Source: an optimization exercise on an open RTL-to-GDS flow (aim: small area, a short achievable clock period and few clock cycles per item). Production flows keep margins and buffers that such runs may drop.
Only simulation tests tie the RTL to the original design; equivalence was not proved.

File: config.mk
export PLATFORM = sky130hd
export DESIGN_NAME = bpf_alu_seq
export DESIGN_NICKNAME = bpf_alu_seq
export VERILOG_FILES = /design/flow/design.v
export SDC_FILE = /design/flow/constraint.sdc
export NUM_CORES = 4
export LEC_CHECK = 0
export CAP_MARGIN = 20
export CORE_MARGIN = 2
export CORE_UTILIZATION = 30
export SETUP_SLACK_MARGIN = 5
export SLEW_MARGIN = 20
File: run.sh
#!/bin/bash
# synth_recipe.tcl (not shown) runs the flow's synth.tcl, then flattens the netlist and writes it again
# the make line also repeats each setting of config.mk as NAME=value (left out here)
make -C /OpenROAD-flow-scripts/flow DESIGN_CONFIG=/design/flow/config.mk WORK_HOME=/design/flow/orfs CLKGATE_MAP_FILE= SYNTH_SCRIPT=/design/flow/synth_recipe.tcl finish
File: design.v
module bpf_alu_seq #(
    parameter int WIDTH = 32
) (
    input  logic             clk,
    input  logic             rst,
    input  logic             in_valid,
    output logic             in_ready,
    input  logic [WIDTH-1:0] i1,
    input  logic [WIDTH-1:0] i2,
    input  logic [3:0]       op,
    output logic             out_valid,
    input  logic             out_ready,
    output logic [WIDTH-1:0] o,
    output logic             dz
);
    function automatic logic [5:0] clz32(input logic [31:0] x);
        logic [5:0] n;
        n = 6'd32;
        for (int k = 0; k < 32; k++)
            if (x[k]) n = 31 - k;
        clz32 = n;
    endfunction
    function automatic logic [31:0] rev32(input logic [31:0] x);
        logic [31:0] r;
        for (int k = 0; k < 32; k++) r[k] = x[31-k];
        rev32 = r;
    endfunction
    logic d_mov, d_add, d_sub, d_mul, d_div, d_and, d_or, d_not, d_xor;
    logic d_lsh, d_rsh, d_mod, d_neg, d_rsv;
    assign d_mov = (op == 4'd0);
    assign d_add = (op == 4'd1);
    assign d_sub = (op == 4'd2);
    assign d_mul = (op == 4'd3);
    assign d_div = (op == 4'd4);
    assign d_and = (op == 4'd5);
    assign d_or  = (op == 4'd6);
    assign d_not = (op == 4'd7);
    assign d_xor = (op == 4'd8);
    assign d_lsh = (op == 4'd9);
    assign d_rsh = (op == 4'd10);
    assign d_mod = (op == 4'd11);
    assign d_neg = (op == 4'd12);
    assign d_rsv = (op[3:2] == 2'b11) && (op[1:0] != 2'b00);
    logic        xv;         
    logic        xd;         
    logic        rdy;        
    logic        f_sum, f_sub, f_and, f_or, f_xor, f_shl, f_shr, f_mul, f_dm, f_mod;
    logic        xinit;      
    logic        dzf;        
    logic [31:0] ra, rb, rq;
    logic [5:0]  lza, lzb;
    logic [4:0]  cnt;
    logic        ov, sv;
    logic [31:0] ro, rs;
    logic        rdz, sdz;
    logic [32:0] add_s;
    assign add_s = {1'b0, ra} + {1'b0, rb ^ {32{f_sub}}} + {32'd0, f_sub};
    logic [5:0]  dshift;
    logic        dtriv;
    logic [4:0]  dsh;
    logic [31:0] sh_in, sh_out;
    assign dshift = lzb - lza;
    assign dtriv  = dshift[5] | dzf;
    assign dsh    = dtriv ? 5'd0 : dshift[4:0];
    assign sh_in  = xinit ? rb : ra;
    assign sh_out = sh_in << (xinit ? dsh : rb[4:0]);
    logic [31:0] mul_s;
    assign mul_s = rq + (rb[0] ? ra : 32'd0) + (rb[1] ? {ra[30:0], 1'b0} : 32'd0)
                      + (rb[2] ? {ra[29:0], 2'b0} : 32'd0) + (rb[3] ? {ra[28:0], 3'b0} : 32'd0);
    logic        ge;
    logic [31:0] rem_nx, quo_nx;
    assign ge     = add_s[32] & ~dzf;
    assign rem_nx = ge ? add_s[31:0] : ra;
    assign quo_nx = {rq[30:0], ge};
    logic [31:0] xres;
    always_comb begin
        xres = 32'd0;
        if (f_sum) xres = xres | add_s[31:0];
        if (f_and) xres = xres | (ra & rb);
        if (f_or)  xres = xres | (ra | rb);
        if (f_xor) xres = xres | (ra ^ rb);
        if (f_shl) xres = xres | sh_out;
        if (f_shr) xres = xres | rev32(sh_out);
        if (f_mul) xres = xres | mul_s;
        if (f_dm)  xres = xres | (f_mod ? rem_nx : quo_nx);
    end
    logic ob_full, x_move, accept, ret;
    assign ob_full   = ov & sv;
    assign accept    = in_valid & rdy;
    assign x_move    = xv & xd & ~ob_full;
    assign ret       = ov & out_ready;
    assign in_ready  = rdy;
    assign out_valid = ov;
    assign o         = ro;
    assign dz        = rdz;
    logic xv_n, xd_n, ov_n, sv_n;
    always_comb begin
        xv_n = accept ? 1'b1 : (x_move ? 1'b0 : xv);
        if (accept)
            xd_n = d_mul ? (i2[31:4] == 28'd0) : !(d_div | d_mod);
        else if (!xv || xd)
            xd_n = xd;
        else if (f_mul)
            xd_n = (rb[31:8] == 24'd0);
        else if (xinit)
            xd_n = dtriv | (dshift[4:0] == 5'd0);
        else
            xd_n = (cnt == 5'd1);
        ov_n = ov ? (~ret | sv | x_move) : x_move;
        sv_n = sv ? ~ret : (x_move & ov & ~ret);
    end
    always_ff @(posedge clk or posedge rst) begin
        if (rst) begin
            xv  <= 1'b0;
            xd  <= 1'b0;
            rdy <= 1'b0;
            ov  <= 1'b0;
            sv  <= 1'b0;
        end else begin
            xv  <= xv_n;
            xd  <= xd_n;
            rdy <= ~xv_n | (xd_n & ~(ov_n & sv_n));
            ov  <= ov_n;
            sv  <= sv_n;
        end
    end
    always_ff @(posedge clk) begin
        if (accept) begin
            f_sum <= d_add | d_sub | d_neg;
            f_sub <= d_sub | d_neg | d_div | d_mod;
            f_and <= d_and;
            f_or  <= d_or | d_mov | d_rsv;
            f_xor <= d_xor | d_not;
            f_shl <= d_lsh;
            f_shr <= d_rsh;
            f_mul <= d_mul;
            f_dm  <= d_div | d_mod;
            f_mod <= d_mod;
            xinit <= d_div | d_mod;
            dzf   <= (i2 == 32'd0);
            ra    <= (d_neg | d_mov | d_rsv) ? 32'd0 : (d_rsh ? rev32(i1) : i1);
            rb    <= d_neg ? i1 : (d_not ? 32'hFFFF_FFFF : (d_rsv ? 32'd0 : i2));
            rq    <= 32'd0;
            lza   <= clz32(i1);
            lzb   <= clz32(i2);
        end else if (xv && !xd) begin
            if (f_mul) begin
                rq <= mul_s;
                ra <= {ra[27:0], 4'd0};
                rb <= {4'd0, rb[31:4]};
            end else if (xinit) begin
                rb    <= sh_out;
                cnt   <= dtriv ? 5'd0 : dshift[4:0];
                xinit <= 1'b0;
            end else begin
                ra  <= rem_nx;
                rq  <= quo_nx;
                rb  <= {1'b0, rb[31:1]};
                cnt <= cnt - 5'd1;
            end
        end
        if (ret && sv) begin
            ro  <= rs;
            rdz <= sdz;
        end else if (x_move && (!ov || ret)) begin
            ro  <= xres;
            rdz <= f_dm & dzf;
        end
        if (x_move && ov && !ret) begin
            rs  <= xres;
            sdz <= f_dm & dzf;
        end
    end
endmodule
File: constraint.sdc
create_clock -name core_clock -period 10.0 [get_ports {clk}]
set_input_delay 2.0000 -clock core_clock [delete_from_list [all_inputs] [get_ports {clk}]]
set_output_delay 2.0000 -clock core_clock [all_outputs]
set_load 0.01 [all_outputs]
==> results.ini <==
[die]
start_util = 0.304
die-area_um2 = 74900
die_width_um = 274
coreArea_um2 = 71700
io-pin-count = 107
num_rows = 98
die_y_um = 274

[finish]
fin_cells = 3686
fillCellCount = 7437
drive_gt1_frac = 0.158
final_common_cell = nor2_1
post-route-util = 0.367
area_growth_pct = 20.7
final_cell_mix = nor2_1 (290), nand2_1 (212), a21oi_1 (209), buf_4 (169), edfxtp_1 (159)
fin_nets = 3015
final_area_um2 = 26300

[drt]
viasPerCell = 6.51
totalWireLength_mm = 125
ant_nets = 0
drc_errors = 0
dr.pass1.iters = 6
drt_iter0_markers = 3798
wl_per_cell_um = 34.0
vias = 24000

[global_routing]
antenna_found_initial = 1
met2_usage = 0.458
grt_max_degree = 60
busiest_layer = met2
grt_pass1_wl_mm = 172
grt_usage = 0.326
use_met1 = 0.419
use_met3 = 0.122
grt_overflow = 0
grt_pass1_vias = 22200

[clocking]
clk_path_buf_depth = 2
cts_tree = built
path_clk_slew_ns = 0.08
cts_buffers = 17
cts.sinks = 196
clock_latency_ns = 0.51
postCtsHoldBufs = 0
cts_root_buffer = clkbuf_16
htree_num_levels = 4

[placed_design]
dp.cells = 3548
dpl_worst_slack_ns = 3.57
portBuffers = 106
gp_congestion = 1.10
dp.final_hpwl_mm = 92.3
place_area_um2 = 24200

[yosys]
syn_nets = 2866
synth_edf_count = 159
synth_top_family_by_area = compound AO/OA/AOI/OAI gates
ys_types = 98
synth_xor_area_frac = 0.0386
synth_area_per_cell_um2 = 8.48
yosysSeqAreaShare = 0.254
postSynthCellCount = 2571
synth_warnings = 1
yosys_most_used_dff = edfxtp_1
yosys.area_share.simple = 0.153
synth-async-reset-ratio = 0.0255
netlist_area_um2 = 21800
synthAdderAreaFrac = 0.159
ys_seq_elements = 196
synth.mux.area_fraction = 0.0631
synth_compound_area_frac = 0.282

[critical_path]
r2r_start = ra[2]
worstSetupPathType = reg2reg
crit_path_start_kind = flop
worstPathArrival_ns = 5.68
cp-end-kind = flop
r2r-end = ro[29]
r2r_cells = 20
r2r_setup_slack_ns = 4.67
critPathMaxFanout = 5
required_ns = 10.34

[sta]
setup_viol = 0
min_period_ns = 5.33
fmax_mhz = 188
worst_slew_pin_slew_ns = 1.32
setup_slack_ns = 4.67
rsz0062_at_grt = yes
skew_ns = 0.0204
slew_headroom = 0.113
fin_tns_setup_ns = 0
fin_hold_ws_ns = 0.512
finalHoldViolCount = 0
finalCritPeriodShare = 0.533
final_max_slew_viol_count = 0

[worst_hold_path]
hold_depth = 2
hold_end = rq[31]
holdCritPathClass = reg2reg
worst_hold_startpoint = rq[31]

[run_status]
status = finished clean

[job]
maxCapViolCount = 0

worst max path at each step:
stage	slack (ns)	endpoint	cells past startpoint	from
6_report	4.67	ro[29]	20	ra[2]
5_1_grt	4.52	ro[31]	19	rb[1]
4_1_cts	4.75	ro[25]	18	ra[3]
3_5_place_dp	3.57	ro[25]	18	rb[0]
3_3_place_gp	3.72	ro[25]	18	rb[0]
2_1_floorplan	4.91	ro[25]	21	rb[0]
final cells by class:
type / instances / area (µm²) / share of cell area
tap: 950 / 1190 / 0.0452
multi-input combinational: 2093 / 16000 / 0.608
clock buffer: 17 / 425 / 0.0162
clock inverter: 14 / 120 / 0.00456
timing repair inverter: 5 / 48.8 / 0.00185
timing repair buffer: 286 / 2480 / 0.0942
sequential: 196 / 5540 / 0.211
inverter: 121 / 507 / 0.0193
antenna: 4 / 10.0 / 0.000380
routing by layer:
| metal | up-vias | wire length, µm |
|---|---|---|
| li1 | 9976 | - |
| met1 | 11700 | 48800 |
| met5 | - | 11 |
| met3 | 468 | 16700 |
| met4 | 2 | 9550 |
| met2 | 1864 | 50200 |
logic make-up (layout without fill, tap and decap cells):
| group | Yosys count | in the layout |
|---|---|---|
| AOI/OAI and AO/OA | 886 | 886 |
| and+or+nand+nor | 758 | 758 |
| buffers and inverters | 282 | 443 |
| adders and majority gates | 223 | 223 |
| DFF | 196 | 196 |
| muxes | 130 | 130 |
| xor gates and xnor gates | 96 | 96 |
| other | 0 | 4 |
registers in the layout (all words and copies together) (netlist names), 5 cells and up:
name,cells
lzb,6
cnt,5
rs,32
ro,32
rb,32
rq,32
ra,32
lza,6
synthesized netlist by cell type, types with 30 or more instances:
library cell	instances	area, µm²
o21ai_0	154	771
a221o_1	30	300
inv_1	117	439
mux2_2	32	360
dfxtp_1	32	641
a31oi_1	31	194
fa_1	90	1800
xor2_1	56	490
a211oi_1	50	375
a221oi_1	62	543
a22oi_1	30	225
nand3_1	47	235
nor3_1	52	260
edfxtp_1	159	4770
a21oi_1	219	1100
nand2_1	221	830
xnor2_1	40	350
nor2_1	314	1180
ha_1	133	1660
a21o_1	34	255
clkbuf_1	128	480
mux2i_1	94	941
o211ai_1	42	315
worst max-delay path, stage by stage, from the launching register on:
cell and delay [ns]:
edfxtp_1 0.58, inv_2 0.18, nor2_4 0.04, fa_1 0.49
fa_1 0.43, fa_1 0.54, ha_4 0.17, inv_2 0.04
fa_2 0.36, nor2b_4 0.16, o2111ai_4 0.16, a211oi_4 0.30
nor2_4 0.10, o311ai_4 0.40, buf_4 0.20, a41oi_4 0.14
buf_6 0.17, a31oi_4 0.17, mux2i_2 0.27, a21oi_2 0.08
a31oi_1 0.19
what timing repair did:
action                                 in CTS  in global routing
resized for setup                         105                 75
buffers inserted                           68                 30
pin swaps                                  41                 50
gates cloned                                4                  1
endpoints found under the hold margin       0                  0
setup endpoints to repair                  85                 68
Testbench counts, summed over its fixed seeds: cycles 23,277, items 12,000.

## static timing again, ports no longer ideal
The flow's constraints put no driver on any port. The routed layout listed below was extracted and timed again, unchanged, in two steps. Step 1, drivers: a clkbuf_16 drives clk and a buf_2 each remaining input, both assumed. Step 2, shift: input delay + t, output delay - t, t = (earliest + latest rising clock arrival at the registers) / 2. This alone moves slack from input paths to output paths. a / b / c = ideal ports / drivers / drivers and shift; a / b = the first two.
t, ns: 0.572
setup WS [ns]: 4.668 / 4.668 / 4.576
hold WS [ns]: 0.512 / 0.512 / 0.512
latest minus earliest clock arrival (ns): 0.021 / 0.021
After both steps setup and hold are still met in this run. For this run, drivers alone change the setup slack by 0.000 ns; drivers and shift together by -0.092 ns.
